Context: an optimization exercise on an open-source flow, tuned for small area, a short achievable clock period and few clock cycles. The choices shown serve that exercise and are no tape-out recipe. RTL that was checked went through simulation tests only; none was proved equivalent to the original. No activity file was given, so power comes from the tool's default toggle rates.

Design serial_command_line_parser_top, start of the top module:
module serial_command_line_parser_top (
  input  logic        clk,
  input  logic        rst_n,
  input  logic        in_valid,
  output logic        in_ready,
  input  logic [7:0]  in_rx_byte,
  output logic        out_valid,
  input  logic        out_ready,
  output logic [3:0]  out_cmd_code,
  output logic [30:0] out_cmd_arg
);
  function automatic logic chain_hit(input logic [5:0] s, input logic [5:0] c);
    chain_hit =
      ((s == 6'd1) && (c == K_D)) ||   
      ((s == 6'd2) && (c == K_L)) ||
      ((s == 6'd4) && (c == K_E)) ||
      ((s == 6'd16) && (c == K_R)) ||   
      ((s == 6'd33) && (c == K_A)) ||
      ((s == 6'd3) && (c == K_C)) ||
      ((s == 6'd6) && (c == K_K)) ||
      ((s == 6'd24) && (c == K_A)) ||   
      ((s == 6'd49) && (c == K_N)) ||
      ((s == 6'd34) && (c == K_U)) ||
      ((s == 6'd5) && (c == K_A)) ||
      ((s == 6'd10) && (c == K_L)) ||
      ((s == 6'd41) && (c == K_E)) ||   
      ((s == 6'd19) && (c == K_C)) ||
      ((s == 6'd39) && (c == K_A)) ||
      ((s == 6'd15) && (c == K_L)) ||
      ((s == 6'd61) && (c == K_T)) ||   
      ((s == 6'd58) && (c == K_A)) ||
      ((s == 6'd52) && (c == K_T)) ||
      ((s == 6'd40) && (c == K_U)) ||
      ((s == 6'd17) && (c == K_S)) ||
      ((s == 6'd7) && (c == K_A)) ||   
      ((s == 6'd14) && (c == K_L)) ||
      ((s == 6'd28) && (c == K_Q)) ||
      ((s == 6'd50) && (c == K_G)) ||   
      ((s == 6'd36) && (c == K_Q)) ||
      ((s == 6'd18) && (c == K_E)) ||   
      ((s == 6'd37) && (c == K_L)) ||
      ((s == 6'd11) && (c == K_P)) ||
      ((s == 6'd45) && (c == K_E)) ||   
      ((s == 6'd27) && (c == K_R)) ||
      ((s == 6'd55) && (c == K_I)) ||
      ((s == 6'd46) && (c == K_O)) ||
      ((s == 6'd29) && (c == K_D)) ||
      ((s == 6'd59) && (c == K_SPACE));
  endfunction
  function automatic logic [5:0] start_st(input logic [5:0] c);
    case (c)
      K_I:     start_st = S_I1;
      K_T:     start_st = S_T1;
      K_M:     start_st = S_M1;
      K_R:     start_st = S_RST;
      K_S:     start_st = S_S1;
      K_C:     start_st = S_C1;
      K_H:     start_st = S_H1;
      K_P:     start_st = S_P1;
      K_F:     start_st = S_FS;
  ...
Size in the first run: about 1300 cells after synthesis, about 100 flip-flops, about 49 I/O pins, about 8900 µm² of cells after synthesis.
Settings: LEC_CHECK=0, ABC_AREA=1, CAP_MARGIN=20, CORE_MARGIN=2, CORE_UTILIZATION=40, SETUP_SLACK_MARGIN=5, SLEW_MARGIN=20; clock period 8.0 ns.
standard.sh (not shown) runs the stock make flow with config.mk's settings and CLKGATE_MAP_FILE= SYNTH_SCRIPT=/design/flow/synth_recipe.tcl, a recipe that flattens the netlist after the stock synthesis.
==> flow/flow/run.sh <==
#!/bin/bash
set -euo pipefail
bash standard.sh SETUP_SLACK_MARGIN=5.3 finish > flow_make.log 2>&1
Next try:
--- a/flow/design.v
+++ b/flow/design.v
@@ -409,13 +409,13 @@
         dead_r <= 1'b0;
       else if (kill)
         dead_r <= 1'b1;
     end
   end
   always_ff @(posedge clk) begin
-    if (rdy_r) begin
+    if (take) begin
       cls_r <= cls_in;
       fe_r  <= fe_in;
       fb_r  <= fb_in;
       fk_r  <= fk_in;
       fd_r  <= fd_in;
     end
After rerunning:
- utilization shrinks by 1.5 points
- sequential share of layout area grows by 0.67 points
- clock-buffer cell count shrinks by 3
- via count shrinks by 4.1%
- total power shrinks by 15%
- final area shrinks by 3.3%
- clock skew grows by 0.010 ns
- synthesized cell count shrinks by 2.6%
- die area shrinks by 0.86%
Testbench counts after the change, summed over its fixed seeds: cycles 21,597.
The RTL of the first run of this note was laid out without a check of its function.

Another version of the RTL of serial_command_line_parser_top (not shown whole).
For scale: roughly 100 flip-flops, ~49 I/O pins, about 8800 µm² of cells after synthesis.
Settings: LEC_CHECK=0, ABC_AREA=1, CAP_MARGIN=20, CORE_MARGIN=2, CORE_UTILIZATION=40, SETUP_SLACK_MARGIN=5, SLEW_MARGIN=20; clock period 8.0 ns.
run.sh (not shown) runs the stock make flow with config.mk's settings and CLKGATE_MAP_FILE= SYNTH_SCRIPT=/design/flow/synth_recipe.tcl, a recipe that flattens the netlist after the stock synthesis.
Stock flow here: none of the scripts above is used.
Testbench counts at the start, summed over its fixed seeds: cycles 21,597.
Edit:
--- a/flow/design.v
+++ b/flow/design.v
@@ -1,16 +1,15 @@
 package sclp_pkg;
   localparam int LINE_MAX = 32;
   localparam int ARG_W    = 31;
   localparam logic [ARG_W-1:0] SAT_MAX = {ARG_W{1'b1}};
   localparam logic [5:0] K_NONE  = 6'd10;   
-  localparam logic [5:0] K_TAB   = 6'd11;
-  localparam logic [5:0] K_SPACE = 6'd12;
+  localparam logic [5:0] K_BLANK = 6'd12;
   localparam logic [5:0] K_EOL   = 6'd13;
   localparam logic [5:0] K_BS    = 6'd14;
   localparam logic [5:0] K_OTHER = 6'd15;
   localparam logic [5:0] K_Q     = 6'd31;   
   localparam logic [5:0] K_A     = 6'd33;
   localparam logic [5:0] K_C     = 6'd35;
   localparam logic [5:0] K_D     = 6'd36;
   localparam logic [5:0] K_E     = 6'd37;
   localparam logic [5:0] K_F     = 6'd38;
@@ -73,22 +72,20 @@
   assign f_bs    = (c == 8'h08) || (c == 8'h7F);
   assign f_eol   = (c == 8'h0D) || (c == 8'h0A);
   assign f_blank = (c == 8'h20) || (c == 8'h09);
   assign f_dig   = (c[7:4] == 4'h3) && (c[3:0] <= 4'd9);
   always_comb begin
     if (f_bs)
       cls = K_BS;
     else if (f_eol)
       cls = K_EOL;
-    else if (c == 8'h20)
-      cls = K_SPACE;
-    else if (c == 8'h09)
-      cls = K_TAB;
+    else if (f_blank)
+      cls = K_BLANK;
     else if (c[7:6] == 2'b01)
       cls = {1'b1, c[4:0]};            
     else if (f_dig)
       cls = {2'b00, c[3:0]};
     else if (c == 8'h3F)
       cls = K_Q;
     else
       cls = K_OTHER;
   end
@@ -135,19 +132,19 @@
       ((s == 6'd36) && (c == K_Q)) ||
       ((s == 6'd18) && (c == K_E)) ||   
       ((s == 6'd37) && (c == K_L)) ||
       ((s == 6'd11) && (c == K_P)) ||
       ((s == 6'd45) && (c == K_E)) ||   
       ((s == 6'd27) && (c == K_R)) ||
       ((s == 6'd55) && (c == K_I)) ||
       ((s == 6'd46) && (c == K_O)) ||
       ((s == 6'd29) && (c == K_D)) ||
-      ((s == 6'd59) && (c == K_SPACE));
+      ((s == 6'd59) && (c == K_BLANK));
   endfunction
   function automatic logic [5:0] start_st(input logic [5:0] c);
     case (c)
       K_I:     start_st = S_I1;
       K_T:     start_st = S_T1;
       K_M:     start_st = S_M1;
       K_R:     start_st = S_RST;
       K_S:     start_st = S_S1;
       K_C:     start_st = S_C1;
@@ -266,19 +263,19 @@
       t_ok = 1'b1;
     end else begin
       case (st_r)
         S_C1: begin
           t_st = S_CF2;
           t_ok = (cls_r == K_F);
         end
         S_M3: begin
           t_st = S_MSP;
-          t_ok = (cls_r == K_SPACE);
+          t_ok = is_blank;
         end
         S_RST: begin
           t_st = S_RS;
           t_ok = is_dig && (dv <= 4'd7);
         end
         S_PSP: begin
           t_st = S_PD;
           t_ok = is_dig;
         end
Register-to-register slack improves by 0.06 ns. Die area goes up by 1.2%. Worst hold slack gets worse by 0.0043 ns. Routed wire length came out lower by 0.44%. Worst setup slack gets better by 0.074 ns. Power is about the same. Utilization stays flat. Global-route usage is lower by 0.54 points. Synthesized cell count drops by 2.8%. Clock-buffer cell count is higher by 1. Critical path depth falls by 6.
Testbench counts after the change, summed over its fixed seeds: cycles 21,597.

separate check: timing with driven ports:
The flow's constraints put no driver on any port. The routed layouts listed below were extracted and timed again, unchanged, in two steps. Step 1 (the two cells are an assumption about what drives the block):
set clk [get_ports {clk}]
set_driving_cell -lib_cell sky130_fd_sc_hd__clkbuf_16 $clk
set_driving_cell -lib_cell sky130_fd_sc_hd__buf_2 [delete_from_list [all_inputs] $clk]
Step 2 also shifts input and output timing later by t, the mid clock arrival at the registers, as if the neighbouring blocks saw the same clock. Three values: ideal, step 1, step 2; two values: the first two.
run | t (ns) | setup WS [ns] | worst setup path after step 2 | cell pins on the clock port's net
the first run of note 1 | 0.393 | 5.314 / 5.274 / 5.005 | input to register | 1
the second run of note 1 | 0.408 | 5.319 / 5.272 / 4.958 | input to register | 1
the first run of note 2 | 0.403 | 4.963 / 4.988 / 4.585 | input to register | 1
the second run of note 2 | 0.406 | 5.037 / 4.993 / 4.659 | input to register | 1
After both steps every run listed still meets setup and hold.
